Context: an optimization exercise on an open-source flow, tuned for small area, a short achievable clock period and few clock cycles per item. The choices shown serve that exercise and are no tape-out recipe.
At most, simulation tests tie the RTL to the original design; equivalence was not proved.
No functional check of the RTL was part of run 6.
Power figures rest on the tool's default switching activity, not on a simulated workload.

[flow/config.mk]
export PLATFORM = sky130hd
export DESIGN_NAME = page_frame_replacement_top
export DESIGN_NICKNAME = page_frame_replacement_top
export VERILOG_FILES = /design/flow/design.v
export SDC_FILE = /design/flow/constraint.sdc
export NUM_CORES = 4
export LEC_CHECK = 0
export CAP_MARGIN = 20
export CORE_MARGIN = 2
export CORE_UTILIZATION = 40
export SETUP_SLACK_MARGIN = 1.5
export SLEW_MARGIN = 20
[flow/constraint.sdc]
create_clock -name core_clock -period 5.0 [get_ports {clk}]
set_input_delay 1.0000 -clock core_clock [delete_from_list [all_inputs] [get_ports {clk}]]
set_output_delay 1.0000 -clock core_clock [all_outputs]
set_load 0.01 [all_outputs]
[flow/design.v]
package pfr_pkg;
  localparam int NUM_FRAMES_DEF  = 16;
  localparam int STAMP_WIDTH_DEF = 32;
  localparam logic [1:0] OP_ALLOC   = 2'd0;
  localparam logic [1:0] OP_TOUCH   = 2'd1;
  localparam logic [1:0] OP_RELEASE = 2'd2;
  localparam logic [2:0] ST_FREE    = 3'd0;
  localparam logic [2:0] ST_EVICT   = 3'd1;
  localparam logic [2:0] ST_TOUCH   = 3'd2;
  localparam logic [2:0] ST_RELEASE = 3'd3;
  localparam logic [2:0] ST_REJECT  = 3'd4;
  typedef struct packed {
    logic [1:0] opcode;
    logic [3:0] frame_index;
    logic       is_write;
  } cmd_t;
  typedef struct packed {
    logic [3:0] result_frame;
    logic [2:0] status;
    logic       victim_dirty;
  } rsp_t;
endpackage
module page_frame_replacement_top #(
  parameter int NUM_FRAMES  = pfr_pkg::NUM_FRAMES_DEF,
  parameter int STAMP_WIDTH = pfr_pkg::STAMP_WIDTH_DEF
) (
  input  logic          clk,
  input  logic          rst,
  input  logic          start,
  output logic          busy,
  input  pfr_pkg::cmd_t cmd,
  output logic          done,
  output pfr_pkg::rsp_t rsp,
  input  logic          cfg_valid,
  output logic          cfg_ready,
  input  logic          cfg_data
);
  localparam int NF = 16;
  localparam logic [1:0] M_PASS0 = 2'd0;   
  localparam logic [1:0] M_PASS1 = 2'd1;   
  localparam logic [1:0] M_PASS2 = 2'd2;   
  localparam logic [1:0] M_PASS3 = 2'd3;   
  logic [NF-1:0] occ_bits;
  logic [NF-1:0] use_bits;
  logic [NF-1:0] dirty_bits;
  logic [3:0]    hand;
  logic          policy;
  logic [NF-1:0][NF-1:0] age;   
  logic [1:0]    mode;          
  logic          pend;          
  logic          acc;
  logic          req_alloc, is_touch, is_rel;
  logic          clk_ev, any_a, defer, do_alloc;
  logic [NF-1:0] idx_oh;
  logic          idx_occ;
  logic          all_occ;
  logic [NF-1:0] free_oh;
  logic [NF-1:0] lru_oh;
  logic [NF-1:0] clk_oh;
  logic [NF-1:0] vic_oh;
  logic [3:0]    vic_idx;
  logic [3:0]    hand_next;
  logic [NF-1:0] hmask;       
  logic [NF-1:0] cand, cand_hi;
  logic [31:0]   dbl, dbl_seen;   
  logic [NF-1:0] clr_use;
  logic [NF-1:0] grant, tch, rel, stamp;
  assign pend      = (mode != M_PASS0);
  assign busy      = pend;
  assign cfg_ready = 1'b1;
  always_comb begin
    acc       = start && !pend;
    req_alloc = acc && (cmd.opcode == pfr_pkg::OP_ALLOC);
    is_touch  = acc && (cmd.opcode == pfr_pkg::OP_TOUCH);
    is_rel    = acc && (cmd.opcode == pfr_pkg::OP_RELEASE);
    idx_oh    = NF'(1) << cmd.frame_index;
    idx_occ   = occ_bits[cmd.frame_index];
    all_occ = &occ_bits;
    clk_ev  = all_occ && !policy;
    any_a   = |(~use_bits & ~dirty_bits);
    defer   = req_alloc && clk_ev && !any_a;
    do_alloc = (req_alloc && !defer) || pend;
    for (int i = 0; i < NF; i++) begin
      free_oh[i] = !occ_bits[i];
      for (int k = 0; k < i; k++) begin
        if (!occ_bits[k]) free_oh[i] = 1'b0;
      end
    end
    for (int i = 0; i < NF; i++) begin
      lru_oh[i] = 1'b1;
      for (int j = 0; j < NF; j++) begin
        if (j < i) lru_oh[i] = lru_oh[i] & !age[j][i];
        if (j > i) lru_oh[i] = lru_oh[i] & age[i][j];
      end
    end
    for (int i = 0; i < NF; i++) hmask[i] = (4'(i) >= hand);
    unique case (mode)
      M_PASS0: cand = ~use_bits & ~dirty_bits;
      M_PASS1: cand = ~use_bits;
      M_PASS2: cand = ~dirty_bits;
      default: cand = '1;
    endcase
    cand_hi = cand & hmask;
    dbl     = {cand, cand_hi};
    for (int i = 0; i < 32; i++) begin
      dbl_seen[i] = 1'b0;
      for (int k = 0; k <= i; k++) begin
        if (dbl[k]) dbl_seen[i] = 1'b1;
      end
    end
    clk_oh = (cand_hi & ~{dbl_seen[14:0], 1'b0}) | (cand & ~dbl_seen[30:15]);
    hand_next = '0;
    for (int i = 0; i < NF; i++) begin
      if (clk_oh[i]) hand_next = hand_next | 4'(i + 1);
    end
    if (!all_occ)    vic_oh = free_oh;
    else if (policy) vic_oh = lru_oh;
    else             vic_oh = clk_oh;
    vic_idx = '0;
    for (int i = 0; i < NF; i++) begin
      if (vic_oh[i]) vic_idx = vic_idx | 4'(i);
    end
    unique case (mode)
      M_PASS0: clr_use = '0;
      M_PASS1: clr_use = (hmask & ~dbl_seen[15:0]) | ~dbl_seen[31:16];
      default: clr_use = '1;
    endcase
    grant = do_alloc ? vic_oh : '0;
    tch   = is_touch ? (idx_oh & occ_bits) : '0;
    rel   = is_rel ? (idx_oh & occ_bits) : '0;
    stamp = grant | tch;
  end
  always_ff @(posedge clk) begin
    if (rst) begin
      occ_bits <= '0;
      hand     <= '0;
      policy   <= 1'b0;
      done     <= 1'b0;
      mode     <= M_PASS0;
    end else begin
      done <= (acc && !defer) || pend;
      if (defer) begin
        if (|(~use_bits))        mode <= M_PASS1;
        else if (|(~dirty_bits)) mode <= M_PASS2;
        else                     mode <= M_PASS3;
      end else begin
        mode <= M_PASS0;
      end
      if (cfg_valid) policy <= cfg_data;
      occ_bits <= grant | (occ_bits & ~rel);
      if (do_alloc && clk_ev) hand <= hand_next;
    end
  end
  always_ff @(posedge clk) begin
    use_bits   <= grant | tch | (use_bits & ~clr_use);
    dirty_bits <= (cmd.is_write ? tch : '0) | (dirty_bits & ~grant);
  end
  always_ff @(posedge clk) begin
    rsp.result_frame <= do_alloc ? vic_idx : cmd.frame_index;
    rsp.victim_dirty <= do_alloc && all_occ && |(vic_oh & dirty_bits);
    if (do_alloc)                 rsp.status <= all_occ ? pfr_pkg::ST_EVICT : pfr_pkg::ST_FREE;
    else if (is_touch && idx_occ) rsp.status <= pfr_pkg::ST_TOUCH;
    else if (is_rel && idx_occ)   rsp.status <= pfr_pkg::ST_RELEASE;
    else                          rsp.status <= pfr_pkg::ST_REJECT;
  end
  always_ff @(posedge clk) begin
    for (int i = 0; i < NF; i++) begin
      for (int j = i + 1; j < NF; j++) begin
        if (stamp[i])      age[i][j] <= 1'b0;
        else if (stamp[j]) age[i][j] <= 1'b1;
      end
    end
  end
endmodule
[flow/run.sh]
#!/bin/bash
# synth_recipe.tcl (not shown) runs the flow's synth.tcl, then flattens the netlist and writes it again
# the make line also repeats each setting of config.mk as NAME=value (left out here)
make -C /OpenROAD-flow-scripts/flow DESIGN_CONFIG=/design/flow/config.mk WORK_HOME=/design/flow/orfs CLKGATE_MAP_FILE= SYNTH_SCRIPT=/design/flow/synth_recipe.tcl finish
==> results.json, run 1 <==
{
  "hold-path-endpoint": "age[39]$_SDFFE_PP0P_",
  "max_slew_margin_pct": 36.2,
  "drtIter0Drc": 1006,
  "crit_path_end_kind": "flip-flop",
  "wl_per_cell_um": 26.6,
  "dp_hpwl_mm": 28.2,
  "core_area_um2": 22600,
  "worstPathRequired_ns": 5.32,
  "p_total_w": 0.00304,
  "hp-start": "age[39]$_SDFFE_PP0P_",
  "gp_congestion": 1.04,
  "hold_path.class": "reg2reg",
  "crit_chain": "buf_4, nor2b_1, nor2_1, o31ai_4, nand4_1, o22ai_2, a221oi_2, a211oi_4, a32o_1, nor2_1",
  "grt_first_pass_wirelength_mm": 55.9,
  "ant_nets": 0,
  "hold_path_depth": 1,
  "comb_power_share_pct": 3.3,
  "yosys_warnings": 1,
  "crit_family": "compound AO/OA/AOI/OAI gates",
  "critical_path.most_common_cell": "nor2_1",
  "final_cell_area_um2": 10600,
  "syn_area_um2": 9160,
  "fin_nets": 1123,
  "finalClockSkew_ns": 0.0157,
  "p_leak_nw": 3.69,
  "cp_data_arrival_time_ns": 3.74,
  "finalCriticalPeriod_ns": 3.42,
  "reg2reg_from": "mode[0]$_SDFF_PP0_",
  "finalCritPeriodShare_pct": 68.5,
  "ios": 23,
  "worst_pin_slew_ns": 0.948,
  "slew_viol_final": 0,
  "start_kind": "flip-flop",
  "ys_types": 89,
  "dr.pass1.iters": 5,
  "reg2reg_depth": 10,
  "rr_endpoint": "age[91]$_SDFFE_PP0P_",
  "via_count": 9245,
  "die_y_um": 155,
  "maxCapViolations": 0,
  "synth_edf_count": 0,
  "synth_ff_type": "dfxtp_1",
  "grt_pass1_vias": 8875,
  "finalHoldWorstSlack_ns": 0.489,
  "irDropWorstVdd_mv": 0.186,
  "clk_latency_ns": 0.45,
  "worstPathMaxFanout": 21,
  "drc_errors": 0,
  "power_frac_clock_pct": 47.4,
  "placed_area_um2": 9680,
  "cts_tree": "built",
  "die_w_um": 155,
  "postLayoutSetupSlackWorst_ns": 1.58,
  "clock.fmax_mhz": 292,
  "async_reset_ff_share_pct": 0,
  "port_buffers": 21,
  "synthCells": 1089,
  "rsz0062_at_grt": "true",
  "p_int_w": 0.00225,
  "area_growth_pct": 15.3,
  "setup_violations": 0,
  "wl_mm": 37.5,
  "syn-num-nets": 1101,
  "rows": 55,
  "switchingPower_w": 0.000789,
  "crit_path_max_incr_delay_ns": 0.48,
  "power_frac_seq_pct": 49.3,
  "clock_tree.htree_level_count": 4,
  "fp.dieArea_um2": 24100,
  "synth-seq-cells": 184,
  "p_per_area_nw_per_um2": 288,
  "finalHoldViolations": 0,
  "vias_per_cell": 6.56,
  "grt_max_degree": 24,
  "cts.clk_slew.worst_paths_ns": 0.08,
  "crit_path_top_delay_cell": "o22ai_2",
  "path_class": "reg2reg",
  "grt_util_all_layers_pct": 31.1,
  "num-fill-cells": 2230,
  "tns_ns": 0,
  "path_buf_inv": 1,
  "ys_seq_area_share_pct": 40.2,
  "ctsLongestPathBuffers": 2,
  "swShare_pct": 26.0,
  "reg2reg_slack_ns": 1.58,
  "avgSynthCellArea_um2": 8.41,
  "cts_buffers": 17,
  "diodes": 0,
  "grt_antenna_before_repair": 0,
  "cts-root-buf": "clkbuf_16",
  "status": "finished clean",
  "clock-sinks": 184,
  "gr-total-overflow": 0,
  "drive_gt1_share_pct": 12.9,
  "start_util_pct": 40.6,
  "dp_slack_ns": 0.829
}
[registers in the layout, summed over array words and instances (netlist names)]
name and count:
dirty_bits 16, age 120, rsp 8, use_bits 16, done 1, mode 2
policy 1, hand 4, occ_bits 16
[area by class of cell]
cell class | count | area (µm²) | share of cell area [%]
multi-input combinational | 827 | 5290 | 50.0
sequential | 184 | 3690 | 34.9
timing repair buffer | 58 | 517 | 4.89
clock buffer | 17 | 425 | 4.02
tap | 285 | 357 | 3.37
clock inverter | 15 | 208 | 1.96
inverter | 23 | 86.3 | 0.817
[stage by stage]
step / cells / utilization, %
final: 1409 / 46.8
after global routing: 1409 / 46.8
after CTS: 1402 / 45.9
after detailed placement: 1370 / 42.9
after global placement: 1369 / 42.8
after floorplan: 1089 / -
[layout by cell type (no fill, tap or decap), types with 7 or more instances in the layout]
cell,instances
dfxtp_1,179
nand2_1,96
a32o_1,12
nand4_1,44
nor2b_1,15
and2_1,11
and3_1,8
a21oi_1,55
a31oi_1,10
nor2_1,107
o21a_1,90
inv_1,21
or2_2,11
nor3_1,13
clkdlybuf4s50_1,21
a21o_1,9
o21ai_0,46
o22ai_1,13
o21ai_1,7
clkbuf_16,17
nor4_1,33
or4_1,11
nand2b_1,22
nand3_1,43
buf_4,34
nand4b_1,8
a22oi_1,11
[worst reg2reg max path, cell delays in order (launching register included)]
cell      delay (ns)
dfxtp_2         0.45
buf_4           0.24
nor2b_1         0.29
nor2_1          0.17
o31ai_4         0.32
nand4_1         0.28
o22ai_2         0.48
a221oi_2        0.17
a211oi_4        0.43
a32o_1          0.39
nor2_1          0.09
[cell families after synthesis]
family	Yosys count	synth area share, %
AND/OR/NAND/NOR	459	26.2
flip-flops	184	40.2
AO/OA/AOI/OAI	362	28.7
multiplexers	5	0.833
other	1	0.0409
buffers and inverters	78	4.03
[synthesized netlist by cell type (4+ instances only)]
library cell,instances,area [µm²]
and4_1,5,43.8
o31ai_1,7,52.6
nand3b_1,5,37.5
o2bb2ai_1,4,35.0
nor3_1,16,80.1
dfxtp_1,184,3680
or2_2,11,68.8
buf_6,6,67.6
nand4_1,44,275
nand4b_1,8,70.1
a32oi_1,4,35.0
or4b_2,6,60.1
and2_1,11,68.8
nand3_1,43,215
buf_2,19,95.1
clkbuf_1,27,101
a21o_1,9,67.6
nor4_1,33,206
nor2_1,107,402
o211ai_1,4,30.0
o31a_1,4,35.0
o21ai_2,5,43.8
o32a_1,5,50.1
o21ai_0,47,235
or4_1,11,82.6
a21oi_1,56,280
and3_1,10,62.6
a31oi_1,11,68.8
o21ai_1,7,35.0
a21boi_0,6,45.0
o21a_1,94,706
nand2_1,96,360
a22oi_1,11,82.6
a211oi_1,4,30.0
o21ba_2,6,60.1
nor2b_1,15,93.8
nand2b_1,22,138
o22ai_1,14,87.6
inv_1,21,78.8
a32o_1,12,120
nor3b_1,4,30.0
[repair_timing]
item | CTS | global route
resized for setup | 14 | 22
setup endpoints to repair | 129 | 125
pin swaps | 0 | 1
buffers inserted | 0 | 7
cloned | 0 | 0
hold buffers | 0 | 0
[per-layer routing]
| layer | GRT usage, % | wire [µm] | vias up |
|---|---|---|---|
| li1 | - | - | 4157 |
| met1 | 40.3 | 15400 | 4412 |
| met2 | 49.7 | 16900 | 536 |
| met3 | 5.71 | 3220 | 140 |
| met4 | 15.3 | 2030 | 0 |
| met5 | 0 | 0 | - |
[worst max-delay path by stage]
stage	cells past startpoint	to	slack [ns]	startpoint
after floorplan	11	rsp[7]$_DFF_P_	2.31	dirty_bits[2]$_DFF_P_
after global placement	10	use_bits[6]$_DFF_P_	0.75	mode[0]$_SDFF_PP0_
after detailed placement	10	use_bits[6]$_DFF_P_	0.83	mode[0]$_SDFF_PP0_
after CTS	10	age[206]$_SDFFE_PP0P_	1.50	mode[1]$_SDFF_PP0_
after global routing	10	age[206]$_SDFFE_PP0P_	1.44	mode[1]$_SDFF_PP0_
final	10	age[91]$_SDFFE_PP0P_	1.58	mode[0]$_SDFF_PP0_
[power by group through the flow]
stage          Sequential [W]  Clock (W)  Combinational, W
2_1_floorplan         0.00153          0         0.0000519
3_3_place_gp          0.00153          0         0.0000959
3_5_place_dp          0.00153          0         0.0000969
4_1_cts               0.00150    0.00145         0.0000978
5_1_grt               0.00150    0.00151          0.000107
6_report              0.00150    0.00144          0.000101
Testbench counts, summed over its fixed seeds: cycles 6,620, requests 6,400.
==> run 2: changes to the inputs <==
--- a/flow/config.mk
+++ b/flow/config.mk
@@ -8,5 +8,5 @@
 export CAP_MARGIN = 20
 export CORE_MARGIN = 2
 export CORE_UTILIZATION = 40
-export SETUP_SLACK_MARGIN = 1.5
+export SETUP_SLACK_MARGIN = 2.0
 export SLEW_MARGIN = 20
==> run 2 against run 1 <==
Wire length grew 3.4%. Critical endpoint is now age[156]$_SDFFE_PP0P_. Highest routed layer unchanged. Critical path type unchanged. Sequential cell count is the same. Worst setup slack better by 0.42 ns. Clock skew shrank 0.0028 ns.
==> results.json, run 2 <==
{
  "worst_pin_slew_ns": 0.972,
  "finalCriticalPeriod_ns": 3.01,
  "start_kind": "flip-flop",
  "die_y_um": 155,
  "avgSynthCellArea_um2": 8.41,
  "drc_errors": 0,
  "crit_path_end_kind": "flip-flop",
  "drive_gt1_share_pct": 21.9,
  "rsz0062_at_grt": "true",
  "cts_tree": "built",
  "cts_buffers": 17,
  "switchingPower_w": 0.000790,
  "p_leak_nw": 4.08,
  "ctsLongestPathBuffers": 2,
  "wl_per_cell_um": 26.8,
  "irDropWorstVdd_mv": 0.185,
  "synth_area_leaders": "dfxtp_1 (40%), o21a_1 (7.7%), nor2_1 (4.4%), nand2_1 (3.9%), a21oi_1 (3.1%)",
  "clock-sinks": 184,
  "hold_buffers": 0,
  "ys_seq_area_share_pct": 40.2,
  "swShare_pct": 26.0,
  "clk_latency_ns": 0.45,
  "grt_max_degree": 22,
  "yosys_warnings": 1,
  "maxCapViolations": 0,
  "cts.clk_slew.worst_paths_ns": 0.08,
  "cts-root-buf": "clkbuf_16",
  "clock.fmax_mhz": 332,
  "fp.dieArea_um2": 24100,
  "synth_commonest_cells": "dfxtp_1 (184), nor2_1 (107), nand2_1 (96), o21a_1 (94), a21oi_1 (56)",
  "reg2reg_from": "mode[1]$_SDFF_PP0_",
  "synthCells": 1089,
  "power_frac_seq_pct": 49.2,
  "port_buffers": 21,
  "layout_common_cells": "dfxtp_1 (160), nor2_1 (102), nand2_1 (93)",
  "worstSetupStartpoint": "mode[1]$_SDFF_PP0_",
  "post-synth-top-count-cell": "dfxtp_1",
  "max_slew_margin_pct": 34.6,
  "ys_types": 89,
  "slew_viol_final": 0,
  "clock_tree.htree_level_count": 4,
  "finalClockSkew_ns": 0.0129,
  "synth_ff_type": "dfxtp_1",
  "synth-seq-cells": 184,
  "dp_hpwl_mm": 28.2,
  "worstPathMaxFanout": 13,
  "hp-start": "age[154]$_SDFFE_PP0P_",
  "comb_power_share_pct": 3.5,
  "p_per_area_nw_per_um2": 268,
  "synth_edf_count": 0,
  "grt_util_all_layers_pct": 31.7,
  "cp_data_arrival_time_ns": 3.35,
  "via_count": 9569,
  "rows": 55,
  "ios": 23,
  "dr.pass1.iters": 5,
  "fin_nets": 1163,
  "setup_violations": 0,
  "grt_pass1_vias": 9141,
  "grt_antenna_before_repair": 0,
  "final_common_cell": "dfxtp_1",
  "finalHoldWorstSlack_ns": 0.481,
  "yosys.area.top_type": "dfxtp_1",
  "start_util_pct": 40.6,
  "core_area_um2": 22600,
  "async_reset_ff_share_pct": 0,
  "status": "finished clean",
  "top_register": "age",
  "syn_area_um2": 9160,
  "largest_reg_flops": 120,
  "worstPathRequired_ns": 5.34,
  "wl_mm": 38.8,
  "gr-total-overflow": 0,
  "power_frac_clock_pct": 47.4,
  "gp_congestion": 1.04,
  "diodes": 0,
  "tns_ns": 0,
  "area_growth_pct": 23.9,
  "ant_nets": 0,
  "vias_per_cell": 6.60,
  "die_w_um": 155,
  "drtIter0Drc": 1123,
  "finalHoldViolations": 0,
  "syn-num-nets": 1101,
  "p_int_w": 0.00225,
  "finalCritPeriodShare_pct": 60.2,
  "synth_top_area_share_pct": 40.2,
  "hold_path.class": "reg2reg",
  "grt_first_pass_wirelength_mm": 57.2,
  "path_class": "reg2reg"
}
==> run 2: kinds of logic (layout without fill, tap and decap cells) <==
| family | count (synthesis) | in the layout | synth area share [%] |
|---|---|---|---|
| buf+inv | 78 | 152 | 4.03 |
| other cells | 1 | 1 | 0.0409 |
| compound gates | 362 | 362 | 28.7 |
| flops | 184 | 184 | 40.2 |
| simple gates | 459 | 460 | 26.2 |
| mux | 5 | 5 | 0.833 |
==> run 2: power by group through the flow <==
stage / Clock, W / Combinational (W) / Sequential [W]
after floorplan: 0 / 0.0000519 / 0.00153
after global placement: 0 / 0.0000959 / 0.00153
after detailed placement: 0 / 0.0000969 / 0.00153
after CTS: 0.00145 / 0.000100 / 0.00150
after global routing: 0.00152 / 0.000112 / 0.00150
final: 0.00144 / 0.000105 / 0.00149
==> run 2: path summary, 6_finish.rpt <==
| check | endpoint | slack, ns | cells past startpoint |
|---|---|---|---|
| max | age[156]$_SDFFE_PP0P_ | 1.99 | 12 |
| min | age[154]$_SDFFE_PP0P_ | 0.48 | 2 |
| max reg2reg | age[156]$_SDFFE_PP0P_ | 1.99 | 12 |
| min reg2reg | age[154]$_SDFFE_PP0P_ | 0.48 | 2 |
==> run 2: stage by stage <==
stage / setup slack, ns / utilization, % / std cells / cell area [µm²] / power (W)
6_report: 1.99 / 50.3 / 1449 / 11400 / 0.00304
5_1_grt: 1.96 / 50.3 / 1449 / 11400 / 0.00312
4_1_cts: 2.00 / 48.0 / 1425 / 10800 / 0.00305
3_5_place_dp: 0.829 / 42.9 / 1370 / 9680 / 0.00163
3_3_place_gp: 0.750 / 42.8 / 1369 / 9670 / 0.00163
2_1_floorplan: 2.31 / - / 1089 / 9160 / 0.00158
==> run 2: worst max-delay path: stages, from the launching register on <==
cell and delay (ns):
dfxtp_4 0.41, nor2_4 0.16, clkinv_4 0.12, buf_6 0.15
o2111ai_2 0.18, o32a_1 0.25, nand4_1 0.18, or4_4 0.55
a21oi_4 0.31, o21ai_4 0.12, o21ai_4 0.13, buf_6 0.19
o21ba_2 0.16
==> run 2: cell type report <==
cell class / instances / area (µm²)
clock buffers: 17 / 425
clock inverters: 15 / 208
fillers: 2176 / 11200
inverters: 23 / 91.3
multi-input cells: 828 / 5680
flip-flops and latches: 184 / 3730
well taps: 285 / 357
repair buffers: 97 / 866
==> run 2: timing repair <==
action                                  in CTS  in global routing
setup buffers                               23                 23
gates resized for setup                     78                 79
gates cloned                                 0                  1
pin swaps                                   13                 22
endpoints found under the setup margin     177                149
==> run 2: layer usage <==
layer	up-vias	global-route usage, %	wire [µm]
met4	0	15.7	1970
met1	4643	41.1	15800
met5	-	0	0
met2	561	50.8	17600
li1	4240	-	-
met3	125	5.91	3460
==> run 3: changes to the inputs <==
--- a/flow/config.mk
+++ b/flow/config.mk
@@ -8,5 +8,5 @@
 export CAP_MARGIN = 20
 export CORE_MARGIN = 2
 export CORE_UTILIZATION = 40
-export SETUP_SLACK_MARGIN = 2.0
+export SETUP_SLACK_MARGIN = 2.5
 export SLEW_MARGIN = 20
==> run 3 against run 2 <==
Maximum frequency is 8.5% lower. Critical path depth is the same. Global-route usage increased by 5.4 points. Sequential power is essentially flat. First-iteration DRC count up 52%. Sequential cell count unchanged. Power increased by 1.1%. Synthesized cell count unchanged. Non-clock buffer count grew 97. Critical endpoint is now age[53]$_SDFFE_PP0P_. Highest routed layer unchanged.
==> results.json, run 3 <==
{
  "synth_edf_count": 0,
  "worst_pin_slew_ns": 0.889,
  "drtIter0Drc": 1708,
  "status": "finished clean",
  "diodes": 0,
  "slew_viol_final": 0,
  "grt_pass1_vias": 10300,
  "post-synth-top-count-cell": "dfxtp_1",
  "start_util_pct": 40.6,
  "synth_top_area_share_pct": 40.2,
  "start_kind": "flip-flop",
  "ys_types": 89,
  "yosys.area.top_type": "dfxtp_1",
  "avgSynthCellArea_um2": 8.41,
  "ant_nets": 0,
  "layout_common_cells": "dfxtp_1 (160), buf_4 (94), o21a_1 (88)",
  "final_common_cell": "dfxtp_1",
  "path_buf_inv": 3,
  "syn_area_um2": 9160,
  "vias_per_cell": 6.92,
  "gp_congestion": 1.07,
  "irDropWorstVdd_mv": 0.224,
  "register_area_um2": 3740,
  "finalCriticalPeriod_ns": 3.29,
  "hold_buffers": 0,
  "cts_buffers": 17,
  "largest_reg_flops": 120,
  "gr-total-overflow": 0,
  "clock-sinks": 184,
  "cp_data_arrival_time_ns": 3.67,
  "syn-num-nets": 1101,
  "ys_seq_area_share_pct": 40.2,
  "reg2reg_depth": 12,
  "synth_ff_type": "dfxtp_1",
  "finalHoldViolations": 0,
  "critical_path.most_common_cell": "buf_6",
  "synth-seq-cells": 184,
  "dp_slack_ns": 1.00,
  "crit_path_max_incr_delay_ns": 0.42,
  "grt_util_all_layers_pct": 37.1,
  "setup_violations": 0,
  "crit_path_top_delay_cell": "dfxtp_4",
  "crit_family": "compound AO/OA/AOI/OAI gates",
  "area_growth_pct": 47.1,
  "finalCritPeriodShare_pct": 65.8,
  "core_area_um2": 22600,
  "ctsLongestPathBuffers": 2,
  "die_y_um": 155,
  "crit_path_end_kind": "flip-flop",
  "finalClockSkew_ns": 0.0162,
  "yosys_warnings": 1,
  "hold_path_depth": 2,
  "ios": 23,
  "num-fill-cells": 1816,
  "wl_mm": 46.1,
  "synthCells": 1089,
  "cp.depth": 12,
  "hold_path.class": "reg2reg",
  "wl_per_cell_um": 29.7,
  "grt_first_pass_wirelength_mm": 65.8,
  "synth_area_leaders": "dfxtp_1 (40%), o21a_1 (7.7%), nor2_1 (4.4%), nand2_1 (3.9%), a21oi_1 (3.1%)",
  "maxCapViolations": 0,
  "worstPathRequired_ns": 5.38,
  "port_buffers": 21,
  "async_reset_ff_share_pct": 0,
  "p_per_area_nw_per_um2": 228,
  "cts-root-buf": "clkbuf_16",
  "synth_commonest_cells": "dfxtp_1 (184), nor2_1 (107), nand2_1 (96), o21a_1 (94), a21oi_1 (56)",
  "clock_tree.htree_level_count": 4,
  "rows": 55,
  "drc_errors": 0,
  "multi_input_area_um2": 6610,
  "top_register": "age",
  "finalHoldWorstSlack_ns": 0.470,
  "grt_antenna_before_repair": 0,
  "dp_hpwl_mm": 27.8,
  "path_class": "reg2reg",
  "worstPathMaxFanout": 7,
  "tns_ns": 0,
  "dr.pass1.iters": 9,
  "die_w_um": 155,
  "fin_nets": 1269,
  "grt_max_degree": 25,
  "post-route-util_pct": 59.7,
  "fp.dieArea_um2": 24100,
  "clock.fmax_mhz": 304,
  "crit_chain": "buf_6, nand2b_4, a22oi_2, buf_4, buf_6, and3_4, nand4_1, o22ai_4, a221oi_2, a211oi_4, a32o_2, o21a_1",
  "drive_gt1_share_pct": 36.1,
  "clk_latency_ns": 0.45,
  "rsz0062_at_grt": "true",
  "via_count": 10800,
  "cts.clk_slew.worst_paths_ns": 0.08,
  "p_leak_nw": 4.86,
  "postLayoutSetupSlackWorst_ns": 1.71,
  "cts_tree": "built",
  "max_slew_margin_pct": 40.2
}
## run 3: logic make-up after synthesis
logic type / synth area share (%)
AOI/OAI and AO/OA: 28.7
and+or+nand+nor: 26.2
DFF: 40.2
muxes: 0.833
buffers and inverters: 4.03
other: 0.0409
## run 3: per-layer routing
metal | up-vias | share of wire (%) | global-route usage, %
met5 | - | 0 | 0
met4 | 0 | 8.1 | 22.1
met3 | 268 | 14 | 11.6
met2 | 894 | 43 | 57.5
met1 | 5113 | 35 | 45.3
li1 | 4488 | - | -
## run 3: area by class of cell
| class | count | area share [%] |
|---|---|---|
| Clock inverter | 15 | 1.62 |
| Multi-Input combinational cell | 837 | 49.1 |
| Inverter | 23 | 0.696 |
| Clock buffer | 17 | 3.16 |
| Tap cell | 285 | 2.65 |
| Timing Repair Buffer | 194 | 15.1 |
| Sequential cell | 184 | 27.7 |
## run 3: repair_timing
item,4_1_cts,5_1_grt
setup buffers,125,24
cloned,13,1
endpoints found under the setup margin,184,178
pin swaps,78,57
gates resized for setup,304,92
## run 3: worst min-delay path: stages (launching register included)
cell      delay, ns
dfxtp_1        0.33
inv_1          0.05
a21boi_1       0.05
## run 3: worst paths after layout
check,to,slack (ns),start
max,age[53]$_SDFFE_PP0P_,1.71,mode[0]$_SDFF_PP0_
min,age[1]$_SDFFE_PP0P_,0.47,age[1]$_SDFFE_PP0P_
max reg2reg,age[53]$_SDFFE_PP0P_,1.71,mode[0]$_SDFF_PP0_
min reg2reg,age[1]$_SDFFE_PP0P_,0.47,age[1]$_SDFFE_PP0P_
## run 3: where the power goes
part	internal, W	switching [W]
logic	0.0000510	0.0000745
registers	0.00148	0.0000187
clock network	0.000737	0.000716
## run 3: stage by stage
| step | total power, W | std cells | cell area, µm² |
|---|---|---|---|
| after global placement | 0.00163 | 1360 | 9730 |
| final | 0.00307 | 1555 | 13500 |
| after floorplan | 0.00158 | 1089 | 9320 |
| after detailed placement | 0.00162 | 1360 | 9730 |
| after CTS | 0.00306 | 1530 | 12900 |
| after global routing | 0.00315 | 1555 | 13500 |
==> run 4: changes to the inputs <==
--- a/flow/config.mk
+++ b/flow/config.mk
@@ -8,5 +8,4 @@
 export CAP_MARGIN = 20
 export CORE_MARGIN = 2
 export CORE_UTILIZATION = 40
-export SETUP_SLACK_MARGIN = 2.5
 export SLEW_MARGIN = 20
==> run 4 against run 3 <==
Non-clock buffer count decreased by 143. Power is 1.4% lower. Global-route usage shrank 6.1 points. Register-to-register slack lost 0.75 ns. Synthesized cell count unchanged. Critical path depth fell by 2. Design area fell by 23%. Wire length is 19% lower. Worst setup slack worse by 0.75 ns. Synthesized area unchanged. Critical path type unchanged.
==> results.json, run 4 <==
{
  "avgSynthCellArea_um2": 8.41,
  "synth_edf_count": 0,
  "path_class": "reg2reg",
  "wl_mm": 37.3,
  "status": "finished clean",
  "slew_viol_final": 0,
  "synth-seq-cells": 184,
  "drtIter0Drc": 1139,
  "cp_data_arrival_time_ns": 4.37,
  "core_area_um2": 22600,
  "crit_path_max_incr_delay_ns": 0.67,
  "ys_seq_area_share_pct": 40.2,
  "clock-sinks": 184,
  "ctsLongestPathBuffers": 2,
  "hold_path.class": "reg2reg",
  "async_reset_ff_share_pct": 0,
  "grt_util_all_layers_pct": 31.1,
  "crit_path_top_delay_cell": "o22ai_1",
  "ios": 23,
  "rsz0062_at_grt": "false",
  "cts_resized": 0,
  "synth_ff_type": "dfxtp_1",
  "ys_types": 89,
  "rows": 55,
  "yosys.area.top_type": "dfxtp_1",
  "crit_family": "compound AO/OA/AOI/OAI gates",
  "drive_gt1_share_pct": 10.4,
  "final_common_cell": "dfxtp_1",
  "diodes": 0,
  "num-fill-cells": 2254,
  "worst_pin_slew_ns": 1.06,
  "ant_nets": 0,
  "yosys_warnings": 1,
  "gp_congestion": 1.04,
  "hold_buffers": 0,
  "post-route-util_pct": 45.7,
  "irDropWorstVdd_mv": 0.184,
  "gr-total-overflow": 0,
  "syn-num-nets": 1101,
  "grt_antenna_before_repair": 0,
  "clock.fmax_mhz": 248,
  "die_w_um": 155,
  "post-synth-top-count-cell": "dfxtp_1",
  "largest_reg_flops": 120,
  "grt_util_met3_pct": 6.24,
  "grt_pass1_vias": 8890,
  "synth_area_leaders": "dfxtp_1 (40%), o21a_1 (7.7%), nor2_1 (4.4%), nand2_1 (3.9%), a21oi_1 (3.1%)",
  "dp_hpwl_mm": 28.2,
  "hp-start": "age[154]$_SDFFE_PP0P_",
  "postCtsSetupRepairBufs": 0,
  "start_kind": "flip-flop",
  "grt_first_pass_wirelength_mm": 55.9,
  "worstPathMaxFanout": 21,
  "tns_ns": 0,
  "maxCapViolations": 0,
  "wl_per_cell_um": 26.6,
  "cts-root-buf": "clkbuf_16",
  "via_count": 9251,
  "p_per_area_nw_per_um2": 294,
  "fin_nets": 1116,
  "clock_tree.htree_level_count": 4,
  "drc_errors": 0,
  "p_leak_nw": 3.63,
  "clk_latency_ns": 0.45,
  "multi_input_area_um2": 5120,
  "fp.dieArea_um2": 24100,
  "start_util_pct": 40.6,
  "vias_per_cell": 6.60,
  "worstSetupStartpoint": "mode[0]$_SDFF_PP0_",
  "gr-usage-met1_pct": 40.2,
  "port_buffers": 21,
  "top_register": "age",
  "synthCells": 1089,
  "worstPathRequired_ns": 5.34,
  "synth_top_area_share_pct": 40.2,
  "layout_common_cells": "dfxtp_1 (184), nor2_1 (107), nand2_1 (96)",
  "synth_commonest_cells": "dfxtp_1 (184), nor2_1 (107), nand2_1 (96), o21a_1 (94), a21oi_1 (56)",
  "reg2reg_from": "mode[0]$_SDFF_PP0_",
  "path_buf_inv": 1,
  "grtUsageMet2_pct": 49.4,
  "max_slew_margin_pct": 29.4,
  "cts_buffers": 17,
  "grt_max_degree": 24,
  "setup_violations": 0,
  "die_y_um": 155,
  "grt-busiest-layer": "met2",
  "area_growth_pct": 12.6,
  "syn_area_um2": 9160,
  "crit_chain": "buf_4, nor2b_1, nor2_1, o31ai_1, nand4_1, o22ai_1, a221oi_2, a211oi_2, a32oi_2, o21a_1",
  "finalHoldViolations": 0,
  "crit_path_end_kind": "flip-flop",
  "dr.pass1.iters": 5,
  "cts.clk_slew.worst_paths_ns": 0.08,
  "cts_tree": "built",
  "register_area_um2": 3680,
  "finalCritPeriodShare_pct": 80.7,
  "finalCriticalPeriod_ns": 4.03,
  "finalClockSkew_ns": 0.0143
}
## run 4: logic make-up after synthesis
| group | after synthesis | synth area share (%) |
|---|---|---|
| AOI/OAI and AO/OA | 362 | 28.7 |
| buffers and inverters | 78 | 4.03 |
| DFF | 184 | 40.2 |
| muxes | 5 | 0.833 |
| other | 1 | 0.0409 |
| and+or+nand+nor | 459 | 26.2 |
## run 4: final cells by class
class                           instances  share of cell area, %
Sequential cell                       184                   35.7
Clock inverter                         15                   2.01
Inverter                               23                  0.837
Clock buffer                           17                   4.12
Tap cell                              285                   3.46
Timing Repair Buffer                   51                   4.26
Multi-Input combinational cell        827                   49.6
## run 4: through the flow
stage          total power (W)  setup slack [ns]  hold WS (ns)  instances  area (µm²)
4_1_cts                0.00304             0.816         0.482       1402       10300
5_1_grt                0.00312             0.694         0.511       1402       10300
3_5_place_dp           0.00163             0.829         0.471       1370        9680
2_1_floorplan          0.00158              2.31         0.437       1089        9160
3_3_place_gp           0.00163             0.750         0.456       1369        9670
6_report               0.00303             0.965         0.487       1402       10300
## run 4: worst register-to-register path, delay by kind of cell (launching register included)
family	cells	cell delay, ns
buf+inv	1	0.32
flops	1	0.56
simple gates	3	0.68
compound gates	6	2.38
## run 4: path summary, 6_finish.rpt
path                            cells past startpoint  slack, ns               endpoint
worst max-delay path                               10       0.97   age[90]$_SDFFE_PP0P_
worst min-delay path                                2       0.49  age[154]$_SDFFE_PP0P_
worst max register to register                     10       0.97   age[90]$_SDFFE_PP0P_
worst min register to register                      2       0.49  age[154]$_SDFFE_PP0P_
## run 4: routing by layer
| layer | part of all wire, % | up-vias |
|---|---|---|
| met5 | 0 | - |
| met4 | 5.0 | 0 |
| met3 | 8.3 | 128 |
| met2 | 45 | 503 |
| met1 | 42 | 4474 |
| li1 | - | 4146 |
## run 4: report_power, final
part	internal [W]	leakage, nW	total (W)	switching, W
registers	0.00148	1.49	0.00150	0.0000155
logic	0.0000404	1.85	0.0000984	0.0000580
clock network	0.000728	0.297	0.00143	0.000706
total	0.00225	3.63	0.00303	0.000780
==> run 5: changes to the inputs <==
--- a/flow/config.mk
+++ b/flow/config.mk
@@ -7,5 +7,6 @@
 export LEC_CHECK = 0
 export CAP_MARGIN = 20
 export CORE_MARGIN = 2
-export CORE_UTILIZATION = 40
+export CORE_UTILIZATION = 60
+export SETUP_SLACK_MARGIN = 2.0
 export SLEW_MARGIN = 20
==> run 5 against run 4 <==
Final cell count down 4.1%. Synthesized area unchanged. Worst setup slack better by 1.0 ns. Largest power group unchanged. Highest routed layer unchanged.
==> results.json, run 5 <==
{
  "area_growth_pct": 22.4,
  "finalCriticalPeriod_ns": 3.02,
  "slew_viol_final": 0,
  "cts-root-buf": "clkbuf_16",
  "dr.pass1.iters": 10,
  "port_buffers": 21,
  "via_count": 10000,
  "core_area_um2": 15100,
  "crit_chain": "buf_8, nand3b_1, o211ai_1, buf_4, nand3_2, nor3b_4, nand3_1, a211oi_4, o21ai_1, o21ai_4, buf_12, o21ba_2",
  "maxCapViolations": 0,
  "swShare_pct": 25.4,
  "synth_top_area_share_pct": 40.2,
  "largest_reg_flops": 120,
  "synth_ff_type": "dfxtp_1",
  "post-route-util_pct": 74.3,
  "reg2reg_slack_ns": 1.98,
  "ios": 23,
  "path_class": "reg2reg",
  "dp_slack_ns": 0.920,
  "crit_path_top_delay_cell": "dfxtp_4",
  "avgSynthCellArea_um2": 8.41,
  "start_kind": "flip-flop",
  "clock-sinks": 184,
  "grt_antenna_before_repair": 0,
  "rows": 45,
  "diodes": 0,
  "post-synth-top-count-cell": "dfxtp_1",
  "top_register": "age",
  "status": "finished clean",
  "vias_per_cell": 7.47,
  "multi_input_area_um2": 5710,
  "finalClockSkew_ns": 0.0113,
  "irDropWorstVdd_mv": 0.335,
  "placed_cells_incl_taps": 1261,
  "comb_power_share_pct": 3.5,
  "final_cell_area_um2": 11200,
  "cp_data_arrival_time_ns": 3.37,
  "p_leak_nw": 4.03,
  "fp.dieArea_um2": 16300,
  "drive_gt1_share_pct": 21.1,
  "postLayoutSetupSlackWorst_ns": 1.98,
  "synthSimpleGateAreaFrac_pct": 26.2,
  "yosys_warnings": 1,
  "p_per_area_nw_per_um2": 271,
  "clock_tree.htree_level_count": 4,
  "hold_path.class": "reg2reg",
  "register_area_um2": 3710,
  "tns_ns": 0,
  "power_frac_clock_pct": 47.2,
  "cts.clk_slew.worst_paths_ns": 0.08,
  "ys_types": 89,
  "worstPathMaxFanout": 16,
  "grt_pass1_vias": 9139,
  "syn-num-nets": 1101,
  "synth_area_leaders": "dfxtp_1 (40%), o21a_1 (7.7%), nor2_1 (4.4%), nand2_1 (3.9%), a21oi_1 (3.1%)",
  "placed_area_um2": 9470,
  "gp_congestion": 1.06,
  "power_frac_seq_pct": 49.3,
  "synthCells": 1089,
  "synth_top_family_by_area": "compound AO/OA/AOI/OAI gates",
  "synth_edf_count": 0,
  "synth-seq-cells": 184,
  "yosys.area.top_type": "dfxtp_1",
  "wl_mm": 37.7,
  "syn_area_um2": 9160,
  "synthMuxAreaShare_pct": 0.833,
  "die_y_um": 128,
  "wl_per_cell_um": 28.1,
  "crit_path_max_incr_delay_ns": 0.41,
  "grt_max_degree": 25,
  "finalHoldViolations": 0,
  "instances_no_fill": 1344,
  "finalCritPeriodShare_pct": 60.4,
  "ctsLongestPathBuffers": 2,
  "worst_pin_slew_ns": 1.01,
  "synth_compound_area_share_pct": 28.7,
  "final_common_cell": "dfxtp_1",
  "dp_hpwl_mm": 26.1,
  "async_reset_ff_share_pct": 0,
  "synthAdderAreaFrac_pct": 0,
  "start_util_pct": 60.7,
  "num-fill-cells": 1109,
  "cts_buffers": 17,
  "ant_nets": 0,
  "switchingPower_w": 0.000772,
  "fin_nets": 1155,
  "drtIter0Drc": 1739,
  "synth_commonest_cells": "dfxtp_1 (184), nor2_1 (107), nand2_1 (96), o21a_1 (94), a21oi_1 (56)",
  "drc_errors": 0,
  "rsz0062_at_grt": "true",
  "die_w_um": 128,
  "synth_xor_area_share_pct": 0,
  "max_slew_margin_pct": 32.2,
  "p_int_w": 0.00227,
  "layout_common_cells": "dfxtp_1 (168), nor2_1 (102), nand2_1 (92)",
  "crit_path_end_kind": "flip-flop",
  "clock.fmax_mhz": 331,
  "cts_tree": "built",
  "grt_util_all_layers_pct": 45.3,
  "grt_first_pass_wirelength_mm": 55.2,
  "gr-total-overflow": 0,
  "ys_seq_area_share_pct": 40.2,
  "setup_violations": 0,
  "worstPathRequired_ns": 5.35,
  "hold_buffers": 0,
  "clk_latency_ns": 0.45
}
-- run 5: changes by cell type in the layout (fill, tap and decap cells not counted), moves of 6 or more --
cell	previous run	this run
a21oi_1	56	49
a21oi_2	1	7
buf_12	0	7
buf_4	29	57
dfxtp_1	184	168
dfxtp_2	0	12
o21ai_4	1	8
-- run 5: routing by layer --
metal  vias to the layer above  global-route usage, %  share of wire (%)
met1                      4689                   56.1                 36
met2                       860                   69.2                 42
met4                         0                   30.5                8.7
met3                       251                   11.9                 13
li1                       4234                      -                  -
met5                         -                      0                  0
-- run 5: what timing repair did --
item | CTS | global route
gates resized for setup | 81 | 69
cloned | 0 | 0
endpoints found under the setup margin | 178 | 149
pin swaps | 9 | 13
setup buffers | 14 | 37
-- run 5: critical path: cells and delay by family (launching register included) --
kind | cells | cell delay (ns)
compound gates | 5 | 0.99
buf+inv | 3 | 0.53
flops | 1 | 0.41
simple gates | 4 | 0.95
-- run 5: power groups by stage --
stage	combinational, W	clock [W]	sequential [W]
floorplan	0.0000519	0	0.00153
global placement	0.0000895	0	0.00153
detailed placement	0.0000904	0	0.00153
CTS	0.0000952	0.00142	0.00150
global route	0.000110	0.00149	0.00150
finish	0.000106	0.00144	0.00150
-- run 5: logic make-up after synthesis --
kind of cell           Yosys count
buffers and inverters           78
multiplexers                     5
AND/OR/NAND/NOR                459
AO/OA/AOI/OAI                  362
flip-flops                     184
other                            1
-- run 5: final cells by class --
class                      count  area share [%]
clock buffer                  18            3.91
clock inverter                14            1.75
inverter                      23           0.770
multi-input combinational    827            50.9
sequential                   184            33.1
tap                          188            2.10
timing repair buffer          90            7.49
-- run 5: metrics by stage --
step,hold WS (ns),total power [W]
2_1_floorplan,0.437,0.00158
3_3_place_gp,0.448,0.00162
3_5_place_dp,0.452,0.00162
4_1_cts,0.490,0.00302
5_1_grt,0.510,0.00309
6_report,0.494,0.00304
-- run 5: worst paths after layout --
path | to | start | cells after the start
worst max-delay path | age[206]$_SDFFE_PP0P_ | mode[0]$_SDFF_PP0_ | 12
worst min-delay path | age[18]$_SDFFE_PP0P_ | age[18]$_SDFFE_PP0P_ | 2
worst max register to register | age[206]$_SDFFE_PP0P_ | mode[0]$_SDFF_PP0_ | 12
worst min register to register | age[18]$_SDFFE_PP0P_ | age[18]$_SDFFE_PP0P_ | 2
==> run 6: changes to the inputs <==
--- a/flow/design.v
+++ b/flow/design.v
@@ -36,17 +36,13 @@
   input  logic          cfg_data
 );
   localparam int NF = 16;
-  localparam logic [1:0] M_PASS0 = 2'd0;   
-  localparam logic [1:0] M_PASS1 = 2'd1;   
-  localparam logic [1:0] M_PASS2 = 2'd2;   
-  localparam logic [1:0] M_PASS3 = 2'd3;   
   logic [NF-1:0] occ_bits;
   logic [NF-1:0] use_bits;
   logic [NF-1:0] dirty_bits;
   logic [3:0]    hand;
   logic          policy;
   logic [NF-1:0][NF-1:0] age;   
-  logic [1:0]    mode;          
+  logic          want_nu, want_nd;
   logic          pend;          
   logic          acc;
   logic          req_alloc, is_touch, is_rel;
@@ -65,7 +61,7 @@
   logic [31:0]   dbl, dbl_seen;   
   logic [NF-1:0] clr_use;
   logic [NF-1:0] grant, tch, rel, stamp;
-  assign pend      = (mode != M_PASS0);
+  assign pend      = !(want_nu && want_nd);
   assign busy      = pend;
   assign cfg_ready = 1'b1;
   always_comb begin
@@ -94,12 +90,7 @@
       end
     end
     for (int i = 0; i < NF; i++) hmask[i] = (4'(i) >= hand);
-    unique case (mode)
-      M_PASS0: cand = ~use_bits & ~dirty_bits;
-      M_PASS1: cand = ~use_bits;
-      M_PASS2: cand = ~dirty_bits;
-      default: cand = '1;
-    endcase
+    cand = ~(use_bits & {NF{want_nu}}) & ~(dirty_bits & {NF{want_nd}});
     cand_hi = cand & hmask;
     dbl     = {cand, cand_hi};
     for (int i = 0; i < 32; i++) begin
@@ -120,11 +111,9 @@
     for (int i = 0; i < NF; i++) begin
       if (vic_oh[i]) vic_idx = vic_idx | 4'(i);
     end
-    unique case (mode)
-      M_PASS0: clr_use = '0;
-      M_PASS1: clr_use = (hmask & ~dbl_seen[15:0]) | ~dbl_seen[31:16];
-      default: clr_use = '1;
-    endcase
+    if (!want_nu)      clr_use = '1;
+    else if (!want_nd) clr_use = (hmask & ~dbl_seen[15:0]) | ~dbl_seen[31:16];
+    else               clr_use = '0;
     grant = do_alloc ? vic_oh : '0;
     tch   = is_touch ? (idx_oh & occ_bits) : '0;
     rel   = is_rel ? (idx_oh & occ_bits) : '0;
@@ -136,16 +125,12 @@
       hand     <= '0;
       policy   <= 1'b0;
       done     <= 1'b0;
-      mode     <= M_PASS0;
+      want_nu  <= 1'b1;
+      want_nd  <= 1'b1;
     end else begin
       done <= (acc && !defer) || pend;
-      if (defer) begin
-        if (|(~use_bits))        mode <= M_PASS1;
-        else if (|(~dirty_bits)) mode <= M_PASS2;
-        else                     mode <= M_PASS3;
-      end else begin
-        mode <= M_PASS0;
-      end
+      want_nu <= !defer || !(&use_bits);
+      want_nd <= !defer || ((&use_bits) && !(&dirty_bits));
       if (cfg_valid) policy <= cfg_data;
       occ_bits <= grant | (occ_bits & ~rel);
       if (do_alloc && clk_ev) hand <= hand_next;
--- a/flow/config.mk
+++ b/flow/config.mk
@@ -7,6 +7,6 @@
 export LEC_CHECK = 0
 export CAP_MARGIN = 20
 export CORE_MARGIN = 2
-export CORE_UTILIZATION = 60
+export CORE_UTILIZATION = 40
 export SETUP_SLACK_MARGIN = 2.0
 export SLEW_MARGIN = 20
==> run 6 against run 5 <==
Still clean on timing, DRC and antenna. Sequential share of layout area shrank 0.89 points. Non-clock buffer count increased by 16. Synthesized area down 0.74%. Critical path type unchanged. Largest power group unchanged. Highest routed layer unchanged.
==> results.json, run 6 <==
{
  "p_int_w": 0.00228,
  "grt_util_all_layers_pct": 31.8,
  "cts.clk_slew.worst_paths_ns": 0.07,
  "cp_data_arrival_time_ns": 3.35,
  "grt_antenna_before_repair": 0,
  "synth_area_leaders": "dfxtp_1 (40%), nor2_1 (6.7%), o21a_1 (5.8%), nand2_1 (4.0%), nand4_1 (3.6%)",
  "worst_pin_slew_ns": 1.12,
  "post-synth-top-count-cell": "dfxtp_1",
  "p_leak_nw": 4.22,
  "worstPathMaxFanout": 27,
  "gp_congestion": 1.01,
  "drive_gt1_share_pct": 24.7,
  "syn-num-nets": 1101,
  "cts-root-buf": "clkbuf_16",
  "yosys.area.top_type": "dfxtp_1",
  "maxCapViolations": 0,
  "setup_violations": 0,
  "grt_first_pass_wirelength_mm": 56.9,
  "ctsLongestPathBuffers": 2,
  "post-route-util_pct": 51.2,
  "wl_per_cell_um": 26.5,
  "fin_nets": 1170,
  "yosys_warnings": 1,
  "drtIter0Drc": 1347,
  "power_frac_seq_pct": 50.2,
  "hold_path_depth": 2,
  "top_register": "age",
  "layout_common_cells": "dfxtp_1 (169), nor2_1 (147), nand2_1 (89)",
  "vias_per_cell": 6.59,
  "wl_mm": 38.5,
  "crit_path_max_incr_delay_ns": 0.39,
  "async_reset_ff_share_pct": 0,
  "port_buffers": 21,
  "crit_path_top_delay_cell": "dfxtp_2",
  "placed_area_um2": 9490,
  "clock.fmax_mhz": 332,
  "crit_path_end_kind": "flip-flop",
  "crit_chain": "buf_12, a22oi_1, buf_4, a21oi_1, nand4_1, buf_4, a21oi_4, a32oi_2, nor2_2, a221oi_4, nor2_4, a31oi_4, buf_6, buf_12, a21boi_2",
  "final_common_cell": "dfxtp_1",
  "start_util_pct": 40.4,
  "switchingPower_w": 0.000806,
  "area_growth_pct": 26.7,
  "drc_errors": 0,
  "clock_tree.htree_level_count": 4,
  "synth_ff_type": "dfxtp_1",
  "synth-seq-cells": 184,
  "die_y_um": 155,
  "finalHoldViolations": 0,
  "finalCriticalPeriod_ns": 3.01,
  "irDropWorstVdd_mv": 0.232,
  "tns_ns": 0,
  "diodes": 0,
  "clk_latency_ns": 0.46,
  "hold_path.class": "reg2reg",
  "gr-total-overflow": 0,
  "ys_seq_area_share_pct": 40.5,
  "fp.dieArea_um2": 24000,
  "p_per_area_nw_per_um2": 268,
  "synth_commonest_cells": "dfxtp_1 (184), nor2_1 (163), nand2_1 (96), o21a_1 (70), nand4_1 (52)",
  "start_kind": "flip-flop",
  "clock-sinks": 184,
  "via_count": 9594,
  "power_frac_clock_pct": 44.0,
  "ios": 23,
  "comb_power_share_pct": 5.8,
  "ant_nets": 0,
  "path_class": "reg2reg",
  "core_area_um2": 22500,
  "synth_top_area_share_pct": 40.5,
  "slew_viol_final": 0,
  "finalCritPeriodShare_pct": 60.2,
  "ys_types": 95,
  "swShare_pct": 26.1,
  "synth_edf_count": 0,
  "largest_reg_flops": 120,
  "finalClockSkew_ns": 0.0192,
  "worstPathRequired_ns": 5.34,
  "status": "finished clean",
  "syn_area_um2": 9100,
  "dr.pass1.iters": 7,
  "grt_pass1_vias": 8928,
  "die_w_um": 155,
  "avgSynthCellArea_um2": 8.35,
  "grt_max_degree": 28,
  "reg2reg_depth": 15,
  "rows": 55,
  "cts_tree": "built",
  "rsz0062_at_grt": "true",
  "final_cell_area_um2": 11500,
  "cts_buffers": 17,
  "synthCells": 1089,
  "max_slew_margin_pct": 24.3,
  "dp_hpwl_mm": 26.5
}
## run 6: cell count changes after synthesis, moves of 6 or more
cell | before | now
inv_1 | 21 | 15
nor2b_1 | 15 | 9
o21a_1 | 94 | 70
buf_4 | 2 | 11
nor2_1 | 107 | 163
nand4_1 | 44 | 52
a21o_1 | 9 | 1
or4_1 | 11 | 5
a21oi_1 | 56 | 48
nor4_1 | 33 | 39
o211ai_1 | 4 | 12
nand2b_1 | 22 | 10
## run 6: path summary, 6_finish.rpt
path,slack (ns),from,end
setup / recovery,1.99,want_nd$_SDFF_PP1_,age[18]$_SDFFE_PP0P_
setup reg to reg,1.99,want_nd$_SDFF_PP1_,age[18]$_SDFFE_PP0P_
hold reg to reg,0.47,age[19]$_SDFFE_PP0P_,age[19]$_SDFFE_PP0P_
hold / removal,0.47,age[19]$_SDFFE_PP0P_,age[19]$_SDFFE_PP0P_
## run 6: per-layer routing
metal / vias up / GRT usage (%) / routed length, µm
met4: 0 / 18.6 / 2990
met2: 650 / 49.8 / 16900
met5: - / 0 / 0
li1: 4194 / - / -
met3: 194 / 7.12 / 3950
met1: 4556 / 40.3 / 14700
## run 6: worst max-delay path, delay by kind of cell, from the launching register on
family / cells / cell delay [ns]
buf+inv: 5 / 0.86
compound gates: 7 / 0.99
simple gates: 3 / 0.65
flops: 1 / 0.39
## run 6: final cells by class
class	instances	area (µm²)
Clock buffer	20	457
Multi-Input combinational cell	834	5720
Clock inverter	12	128
Inverter	15	56.3
Timing Repair Buffer	106	1100
Sequential cell	184	3710
Fill cell	2093	11000
Tap cell	285	357
## run 6: through the flow
step                total power, W  setup WS, ns  hold WS [ns]  instances
floorplan                  0.00167          2.04         0.439       1089
global placement           0.00173         0.944         0.455       1349
detailed placement         0.00173         0.878         0.457       1349
CTS                        0.00309          1.96         0.472       1433
global route               0.00318          1.94         0.506       1456
finish                     0.00309          1.99         0.475       1456
## run 6: cell families after synthesis
family          synth area share, %
simple gates                   28.8
compound gates                 25.2
flops                          40.5
buf+inv                        4.31
mux                            1.18
other cells                  0.0412
## run 6: repair_timing
action	4_1_cts	5_1_grt
hold buffers	0	0
endpoints found under the setup margin	179	159
pin swaps	24	25
gates resized for setup	127	50
buffers inserted	44	22
cloned	8	1
## run 6: power by group through the flow
| stage | clock network, W | registers [W] | logic [W] |
|---|---|---|---|
| 4_1_cts | 0.00137 | 0.00155 | 0.000170 |
| 5_1_grt | 0.00144 | 0.00156 | 0.000190 |
| 2_1_floorplan | 0 | 0.00157 | 0.0000965 |
| 3_5_place_dp | 0 | 0.00158 | 0.000145 |
| 6_report | 0.00136 | 0.00155 | 0.000178 |
| 3_3_place_gp | 0 | 0.00158 | 0.000144 |

==> re-timing with driven ports <==
In the flow no input, the clock included, has a driving cell. The finished layouts below were timed again as built, in two steps.
Step 1: set_driving_cell puts a clkbuf_16 on clk and a buf_2 on each other input, an assumption about the parent block.
Step 2 adds t to the input delays and takes it off the output delays; t is the mean of the earliest and latest rising clock arrival at the registers after step 1. Input paths then give back, and output paths get back, about the clock's delay inside the block.
Three values: ideal ports, drivers, drivers and shift; two values: the first two.
run	shift t [ns]	slack for setup (ns)	latest minus earliest clock arrival (ns)
run 1	0.490	1.576 / 1.576 / 1.363	0.016 / 0.016
run 2	0.488	1.992 / 1.992 / 1.633	0.014 / 0.014
run 3	0.487	1.711 / 1.711 / 1.711	0.017 / 0.016
run 4	0.491	0.965 / 0.965 / 0.846	0.014 / 0.014
run 5	0.492	1.979 / 1.979 / 1.660	0.012 / 0.012
run 6	0.495	1.992 / 1.992 / 1.546	0.019 / 0.019
After both steps setup and hold are still met in every run listed. The setup slack of run 6, which loses most, moves by 0.000 ns with the drivers and by -0.446 ns with both steps.
